This is an optimization exercise on Yosys and OpenROAD, whose aim is a short achievable clock period and few clock cycles per item, not a production implementation. The RTL was checked by simulation tests, not by an equivalence proof against the original design. Power figures rest on the tool's default switching activity, not on a simulated workload.

// query_latency_size_stats_top
module query_latency_size_stats_top #(
  parameter int STAT_WIDTH = 32
) (
  input  logic        clk,
  input  logic        rst_n,
  input  logic        in_valid,
  output logic        in_ready,
  input  logic [2:0]  in_action,
  input  logic [31:0] in_byte_count,
  output logic        out_valid,
  input  logic        out_ready,
  output logic        out_enabled,
  output logic [31:0] out_query_total,
  output logic [31:0] out_error_total,
  output logic [31:0] out_bytes_least,
  output logic [31:0] out_bytes_mean,
  output logic [31:0] out_bytes_most,
  output logic [31:0] out_millis_least,
  output logic [31:0] out_millis_mean,
  output logic [31:0] out_millis_most
);
  localparam int EQW = $clog2(qls_pkg::EQ_DEPTH);
  localparam int FQW = $clog2(qls_pkg::FQ_DEPTH);
  localparam int RQW = $clog2(qls_pkg::RQ_DEPTH);
  logic         in_ready_r;
  logic         tag_push, tag_valid, tag_pop;
  logic [3:0]   tag_in, tag_out;
  logic         fold_push, req_valid, req_pop;
  ...
Size: roughly 14000 cells after synthesis, about 4300 flip-flops, roughly 300 I/O pins, about 190000 sq um of cells after synthesis.
==> module qls_back, before the edit <==
module qls_back (
  input  logic         clk,
  input  logic         rst_n,
  input  logic         tag_valid,
  input  logic [3:0]   tag,
  output logic         tag_pop,
  input  logic         res_valid,
  input  logic [191:0] res,
  output logic         res_pop,
  output logic         out_valid,
  input  logic         out_ready,
  output logic         out_enabled,
  output logic [31:0]  out_query_total,
  output logic [31:0]  out_error_total,
  output logic [191:0] out_stats
);
  logic         ov_r;
  logic         en_r;
  logic [31:0]  qt_r;
  logic [31:0]  et_r;
  logic [31:0]  qt1_r;    
  logic [31:0]  et1_r;    
  logic [191:0] st_r;
  logic         can;
  assign can     = tag_valid && (!tag[qls_pkg::TAG_FOLD] || res_valid);
  assign tag_pop = can && (!ov_r || out_ready);
  assign res_pop = tag_pop && tag[qls_pkg::TAG_FOLD];
  always_ff @(posedge clk) begin
    if (!rst_n) begin
      ov_r <= 1'b0;
      en_r <= 1'b0;
      qt_r <= '0;
      et_r <= '0;
      st_r <= '0;
    end else if (tag_pop) begin
      ov_r <= 1'b1;
      en_r <= tag[qls_pkg::TAG_EN];
      if (tag[qls_pkg::TAG_CLR]) begin
        qt_r <= '0;
        et_r <= '0;
        st_r <= '0;
      end else begin
        if (tag[qls_pkg::TAG_FAIL]) et_r <= et1_r;
        if (tag[qls_pkg::TAG_FOLD]) begin
          qt_r <= qt1_r;
          st_r <= res;
        end
      end
    end else if (out_ready) begin
      ov_r <= 1'b0;
    end
  end
  always_ff @(posedge clk) begin
    if (!rst_n || (tag_pop && tag[qls_pkg::TAG_CLR])) begin
      qt1_r <= 32'd1;
      et1_r <= 32'd1;
    end else begin
      qt1_r <= qt_r + 32'd1;
      et1_r <= et_r + 32'd1;
    end
  end
  assign out_valid       = ov_r;
  assign out_enabled     = en_r;
  assign out_query_total = qt_r;
  assign out_error_total = et_r;
  assign out_stats       = st_r;
endmodule
export LEC_CHECK = 0
export ABC_CLOCK_PERIOD_IN_PS = 3000
export CAP_MARGIN = 20
export CORE_MARGIN = 2
export CORE_UTILIZATION = 45
export SLEW_MARGIN = 20
create_clock -name core_clock -period 10.0 [get_ports {clk}]
standard.sh (not shown) runs the stock make flow with config.mk's settings and CLKGATE_MAP_FILE= SYNTH_SCRIPT=/design/flow/synth_recipe.tcl, a recipe that flattens the netlist after the stock synthesis.
==> flow/flow/run.sh <==
#!/bin/bash
set -uo pipefail
bash standard.sh SETUP_SLACK_MARGIN=6.5 finish > make_finish.log 2>&1
status=$?
tail -20 make_finish.log
exit $status
Testbench counts at the start, summed over its fixed seeds: cycles 31,323, items 30,830.
Rerun with:
--- a/flow/design.v
+++ b/flow/design.v
@@ -524,13 +524,13 @@
       end
     end else if (out_ready) begin
       ov_r <= 1'b0;
     end
   end
   always_ff @(posedge clk) begin
-    if (!rst_n || (tag_pop && tag[qls_pkg::TAG_CLR])) begin
+    if (!rst_n || (tag_valid && tag[qls_pkg::TAG_CLR])) begin
       qt1_r <= 32'd1;
       et1_r <= 32'd1;
     end else begin
       qt1_r <= qt_r + 32'd1;
       et1_r <= et_r + 32'd1;
     end
The changed run finished clean.
Worst hold slack gets worse by 0.042 ns.
Routed wire length is lower by 3.9%.
Utilization barely changes.
Sequential share of layout area is higher by 0.12 points.
Power is about the same.
Synthesized cell count is lower by 0.98%.
Worst setup slack gets worse by 0.029 ns.
Synthesized area is about the same.
Final cell count is lower by 0.74%.
Via count is lower by 1.8%.
Count of clock-buffer cells in the layout is lower by 13.
Final area hardly moves.
Non-clock buffer count is lower by 32.
Maximum frequency is lower by 0.82%.
Testbench counts after the change, summed over its fixed seeds: cycles 31,323, items 30,830.

static timing again, ports no longer ideal:
The results above use ideal ports. As a check the final layouts listed here were re-extracted and re-timed, cells and wires unchanged. Step 1 assumes that a clkbuf_16 drives the clock port and a buf_2 every other input. Step 2 adds t to the input delays and takes it off the output delays; t is the mean of the earliest and latest rising clock arrival at the registers after step 1. Input paths then give back, and output paths get back, about the clock's delay inside the block. a / b / c = ideal ports / drivers / drivers and shift; a / b = the first two.
run | t (ns) | setup slack, ns | worst setup path after step 2 | worst register clock-pin slew, ns | worst data-port slew with drivers (ns)
the first run | 1.072 | 6.450 / 6.356 / 5.546 | input to register | 0.07 / 0.07 | 0.08
the second run | 1.084 | 6.420 / 6.398 / 5.441 | input to register | 0.07 / 0.07 | 0.08
After both steps every run listed still meets setup and hold. The setup slack of the second run, which loses most, moves by -0.022 ns with the drivers and by -0.979 ns with both steps.
